From an optimization exercise on the open Yosys and OpenROAD flow, aimed at small area; shortcuts taken in it are not production practice.
In this exercise RTL edits were held to simulation tests only and were not proved equivalent to the original.
The flow treats the clock pin as an ideal source, which a real chip does not have.
No activity file was given, so power comes from the tool's default toggle rates.

== try-cedar ==
Design imem_loader, start of the top module:
module imem_loader #(
   parameter int DEPTH = 64,
   parameter int AW    = $clog2(DEPTH)
) (
   input  logic          clk,
   input  logic          reset,
   input  logic [7:0]    rx_data,
   input  logic          rx_valid,
   output logic          rx_ready,
   input  logic [31:0]   PC,
   output logic [31:0]   Instr,
   output logic          cpu_reset,
   output logic          load_done,
   output logic          load_err,
   output logic [AW:0]   words_loaded
);
   logic        hi, dat, done, err;
   logic [7:0]  lo;
   logic [6:0]  widx;
   logic [1:0]  bsel;
   logic [2:0]  c3;
   logic [4:0]  c5;
   logic [3:0]  t;
   logic        xfer, wcomp, inc_q;
   logic [15:0] hdr;
   logic [15:0] p_we;
   logic [3:0]  lane_got;
   logic [5:0]  ridx;
   logic        in_range;
   logic        lat_hi, lat_lo;
   logic [3:0]  latest;
   logic [31:0] rdata;
   logic        unused_pc;
   assign rx_ready  = ~(done | err);
   assign cpu_reset = ~done;
   assign load_done = done;
   assign load_err  = err;
   assign words_loaded = widx;
   assign xfer  = rx_valid & rx_ready;
   assign hdr   = {rx_data, lo};
   assign wcomp = xfer & dat & (bsel == 2'd3);
   assign inc_q = wcomp & (widx[1:0] == 2'd3);
  ...
Size in the first run: ~4,300 cells after synthesis, ~86 I/O pins, roughly 0.057 sq mm of cells after synthesis.
==> flow/config.mk <==
export PLATFORM = sky130hd
export DESIGN_NAME = imem_loader
export DESIGN_NICKNAME = imem_loader
export VERILOG_FILES = /design/flow/design.v
export SDC_FILE = /design/flow/constraint.sdc
export NUM_CORES = 4
export LEC_CHECK = 0
export CAP_MARGIN = 20
export CORE_MARGIN = 2
export CORE_UTILIZATION = 85
export SETUP_SLACK_MARGIN = 0.3
export SLEW_MARGIN = 20
export SYNTH_HIERARCHICAL = 1
export SYNTH_MINIMUM_KEEP_SIZE = 0
==> flow/constraint.sdc <==
create_clock -name core_clock -period 8.0 [get_ports {clk}]
set_input_delay 1.6000 -clock core_clock [delete_from_list [all_inputs] [get_ports {clk}]]
set_output_delay 1.6000 -clock core_clock [all_outputs]
set_load 0.01 [all_outputs]
standard.sh (not shown) runs the stock make flow with config.mk's settings and CLKGATE_MAP_FILE= SYNTH_SCRIPT=/design/flow/synth_recipe.tcl, a recipe that flattens the netlist after the stock synthesis.
==> flow/flow/run.sh <==
#!/bin/bash
# Own layout flow: the standard ORFS flow (standard.sh) with a few options
# changed through make variables and step hooks. Each tool's full log stays under
# orfs/logs/; make's own output goes to standard.log here.
#  - downsize_nor.tcl (after synthesis): read-tree NOR gates start at drive 1.
#  - BUFFER_PORTS_ARGS + post_gpl.tcl: small port buffers (buf_2 in, buf_1 out).
#  - CTS_ARGS: clkbuf_16 only, larger sink clusters, no dummy loads.
set -uo pipefail
cd "$(dirname "$0")/.."
F=$(pwd)/flow
bash standard.sh \
  POST_SYNTH_TCL=$F/downsize_nor.tcl \
  BUFFER_PORTS_ARGS="-buffer_cell sky130_fd_sc_hd__buf_2" \
  POST_GLOBAL_PLACE_TCL=$F/post_gpl.tcl \
  CTS_ARGS="-sink_clustering_enable -repair_clock_nets -dont_use_dummy_load -sink_clustering_size 30 -sink_clustering_max_diameter 100 -buf_list sky130_fd_sc_hd__clkbuf_16" \
  finish > standard.log 2>&1
==> flow/flow/downsize_nor.tcl <==
# Synthesis gives the read tree's 4- and 3-input NORs double drive strength;
# start them at the smallest size and let the repair steps size up where needed.
set ndown 0
foreach inst [[ord::get_db_block] getInsts] {
  set m [[$inst getMaster] getName]
  if {[regexp {^(sky130_fd_sc_hd__nor[34])_2$} $m -> base]} {
    replace_cell [$inst getName] ${base}_1
    incr ndown
  }
}
puts "downsize_nor.tcl: $ndown cells downsized"
==> flow/flow/post_gpl.tcl <==
# Port buffers are buf_2 (BUFFER_PORTS_ARGS); the output ones, which drive only
# the port, are switched to buf_1 here. Later repair steps size up if needed.
set n 0
foreach inst [[ord::get_db_block] getInsts] {
  if {[string match output* [$inst getName]] &&
      [[$inst getMaster] getName] eq "sky130_fd_sc_hd__buf_2"} {
    replace_cell [$inst getName] sky130_fd_sc_hd__buf_1
    incr n
  }
}
puts "post_gpl.tcl: $n output buffers set to buf_1"
Inputs modified between try-cedar and try-amber:
==> flow/config.mk <==
export PLATFORM = sky130hd
export DESIGN_NAME = imem_loader
export DESIGN_NICKNAME = imem_loader
export VERILOG_FILES = /design/flow/design.v
export SDC_FILE = /design/flow/constraint.sdc
export NUM_CORES = 4
export LEC_CHECK = 0
export CAP_MARGIN = 5
export CORE_MARGIN = 2
export CORE_UTILIZATION = 80
export SETUP_SLACK_MARGIN = 0.3
export SLEW_MARGIN = 5
export SYNTH_HIERARCHICAL = 1
export SYNTH_MINIMUM_KEEP_SIZE = 0
[summary]
Layout buffer count excluding clock buffers, try-amber and try-cedar, higher one = try-amber.
Delta (try-amber minus try-cedar): routed wire length has decreased; final critical delay including setup and external delays increased 0.074 ns; sequential share of layout area held steady.
try-amber reports its launch point of the worst path as PC[5] while try-cedar reports PC[7].
Setup slack: try-amber less than try-cedar
Relative area change from synthesis to final layout of try-amber is on par with try-cedar.
Taking try-cedar as the reference, in try-amber post-route core utilization went down, data required time of the critical path has remained practically unchanged.
Routed length on met2 went down by more than 10% going from try-cedar to try-amber.
Inputs modified between try-amber and try-violet:
==> flow/config.mk <==
export PLATFORM = sky130hd
export DESIGN_NAME = imem_loader
export DESIGN_NICKNAME = imem_loader
export VERILOG_FILES = /design/flow/design.v
export SDC_FILE = /design/flow/constraint.sdc
export NUM_CORES = 4
export LEC_CHECK = 0
export CAP_MARGIN = 20
export CORE_MARGIN = 2
export CORE_UTILIZATION = 80
export GPL_TIMING_DRIVEN = 0
export SETUP_SLACK_MARGIN = 0.3
export SLEW_MARGIN = 20
export SYNTH_HIERARCHICAL = 1
export SYNTH_MINIMUM_KEEP_SIZE = 0
[summary]
- Cell leakage power went up slightly going from try-amber to try-violet.
- Diff try-violet..try-amber | clock-cell share of area | negligible
- Sort try-amber and try-violet by core utilization of the finished layout, descending, and try-violet comes first.
- Lower critical path data arrival time was reported by try-violet, not try-amber.
- Total length of routed wires (higher): try-violet
- STATUS final worst hold slack: try-violet wins against try-amber
[inputs] try-umber vs try-violet
-- flow/config.mk --
<<< try-violet, line 9
export CORE_MARGIN = 2
export CORE_UTILIZATION = 80
export GPL_TIMING_DRIVEN = 0
export SETUP_SLACK_MARGIN = 0.3
export SLEW_MARGIN = 20
>>> try-umber, line 9
export CORE_MARGIN = 2
export CORE_UTILIZATION = 80
export SETUP_SLACK_MARGIN = 0.3
export SLEW_MARGIN = 20
Findings:
Relative to try-violet, the detailed-route via count measured on try-umber has decreased slightly.
Global routing met3 resource utilization: lower on try-umber
Between try-umber and try-violet, it is try-umber whose largest fanout on the critical path is higher, by 17.
Diff try-violet -> try-umber: power has remained practically unchanged; period utilization has increased.


Another version of the RTL of imem_loader (not shown whole).
Size in the first run: ~4100 cells after synthesis, ~0.058 mm² of cells after synthesis.
export LEC_CHECK = 0
export CAP_MARGIN = 20
export CORE_MARGIN = 2
export CORE_UTILIZATION = 50
export SLEW_MARGIN = 20
export SYNTH_HIERARCHICAL = 1
export SYNTH_MINIMUM_KEEP_SIZE = 0
create_clock -name core_clock -period 8.0 [get_ports {clk}]
==> flow/flow/run.sh <==
#!/bin/bash
# Own layout flow: the standard ORFS flow (standard.sh) with a few options
# changed through make variables. Each tool's full log stays under orfs/logs/;
# make's own output goes to standard.log here.
set -uo pipefail
cd "$(dirname "$0")/.."
F=$(pwd)/flow
bash standard.sh \
  BUFFER_PORTS_ARGS="-buffer_cell sky130_fd_sc_hd__buf_1" \
  CTS_ARGS="-sink_clustering_enable -repair_clock_nets -dont_use_dummy_load -sink_clustering_size 25 -sink_clustering_max_diameter 100 -buf_list sky130_fd_sc_hd__clkbuf_16" \
  finish > standard.log 2>&1
==> next run, changes <==
--- a/flow/flow/run.sh
+++ b/flow/flow/run.sh
@@ -8,0 +9 @@
+  POST_SYNTH_TCL=$F/downsize_nor.tcl \
==> flow/flow/downsize_nor.tcl (new file) <==
# Synthesis gives the read tree's 4- and 3-input NORs double drive strength;
# start them at the smallest size and let the repair steps size up where needed.
set ndown 0
foreach inst [[ord::get_db_block] getInsts] {
  set m [[$inst getMaster] getName]
  if {[regexp {^(sky130_fd_sc_hd__nor[34])_2$} $m -> base]} {
    replace_cell [$inst getName] ${base}_1
    incr ndown
  }
}
puts "downsize_nor.tcl: $ndown cells downsized"
--- a/flow/config.mk
+++ b/flow/config.mk
@@ -10 +10 @@
-export CORE_UTILIZATION = 50
+export CORE_UTILIZATION = 70
Outcome:
- The new run completed with no timing, DRC or antenna violations
- design area drops by a few percent
- die area drops by a quarter to a third
- power decreases slightly
- setup slack got worse by 0.16 ns
- final cell count came out lower by a few percent
- global-route usage rises by 10 points
==> next run, changes <==
--- a/flow/flow/run.sh
+++ b/flow/flow/run.sh
@@ -9 +8,0 @@
-  POST_SYNTH_TCL=$F/downsize_nor.tcl \
@@ -11,0 +11 @@
+  POST_CTS_TCL=$F/post_cts.tcl \
==> flow/flow/post_cts.tcl (new file) <==
# Area recovery: downsize cells off the critical paths (repair_timing's power
# recovery), then legalize again. Global routing's repair steps follow.
log_cmd estimate_parasitics -placement
log_cmd repair_timing -recover_power 100 -verbose
log_cmd detailed_placement
check_placement -verbose
--- a/flow/config.mk
+++ b/flow/config.mk
@@ -10 +10 @@
-export CORE_UTILIZATION = 70
+export CORE_UTILIZATION = 50
removed: flow/flow/downsize_nor.tcl
Worst setup slack is worse by 0.056 ns.
Sequential power barely changes.
Register-to-register slack is worse by 0.57 ns.
Design area increases by about 3.5%.
Area after synthesis increases by 3.1%.
==> next run, changes <==
--- a/flow/flow/run.sh
+++ b/flow/flow/run.sh
@@ -8,0 +9 @@
+  POST_SYNTH_TCL=$F/downsize_nor.tcl \
@@ -11 +11,0 @@
-  POST_CTS_TCL=$F/post_cts.tcl \
==> flow/flow/downsize_nor.tcl (new file) <==
# Synthesis gives the read tree's 4- and 3-input NORs double drive strength;
# start them at the smallest size and let the repair steps size up where needed.
set ndown 0
foreach inst [[ord::get_db_block] getInsts] {
  set m [[$inst getMaster] getName]
  if {[regexp {^(sky130_fd_sc_hd__nor[34])_2$} $m -> base]} {
    replace_cell [$inst getName] ${base}_1
    incr ndown
  }
}
puts "downsize_nor.tcl: $ndown cells downsized"
removed: flow/flow/post_cts.tcl
The new run finished with timing, DRC and antenna clean.
Maximum frequency goes up slightly.
Non-clock buffer count goes up by 77.
Worst setup slack improved by 0.059 ns.
Synthesized cell count is unchanged.
Clock-buffer cell count does not change.
Sequential cell count is unchanged.
Final area goes down slightly.
Final cell count goes up slightly.
Global-route usage goes up by 0.96 points.
Routed wire length is about the same.

afterwards: timing with drivers on the ports:
The flow's constraints put no driver on any port. The routed layouts listed below were extracted and timed again, unchanged, in two steps. Step 1, drivers: a clkbuf_16 drives clk and a buf_2 each remaining input, both assumed. Step 2 times the ports against the registers' clock, not the clock port: input delays grow and output delays shrink by t, the midpoint of the rising clock arrivals with the driver on. Slacks: ideal ports / drivers / drivers and shift; pairs: ideal ports / drivers.
run | t, ns | slack for setup (ns) | clock arrival spread, ns | worst data-port slew with drivers (ns) | pins driven straight from the clock port
try-cedar | 0.724 | 0.387 / 0.305 / 0.305 | 0.066 / 0.066 | 0.12 | 1
try-amber | 0.717 | 0.313 / 0.176 / 0.176 | 0.070 / 0.070 | 0.13 | 1
try-violet | 0.730 | 0.412 / 0.338 / 0.338 | 0.066 / 0.065 | 0.07 | 1
try-umber | 0.718 | 0.313 / 0.204 / 0.204 | 0.072 / 0.071 | 0.12 | 1
the first run of note 2 | 0.742 | 0.405 / 0.384 / 0.384 | 0.081 / 0.080 | 0.15 | 1
the second run of note 2 | 0.732 | 0.242 / 0.208 / 0.208 | 0.065 / 0.065 | 0.04 | 1
the third run of note 2 | 0.746 | 0.186 / 0.161 / 0.161 | 0.082 / 0.081 | 0.15 | 1
the fourth run of note 2 | 0.754 | 0.245 / 0.220 / 0.220 | 0.054 / 0.054 | 0.13 | 1
After both steps setup and hold are still met in every run listed. For try-amber, which loses most, drivers alone change the setup slack by -0.137 ns; drivers and shift together by -0.137 ns.
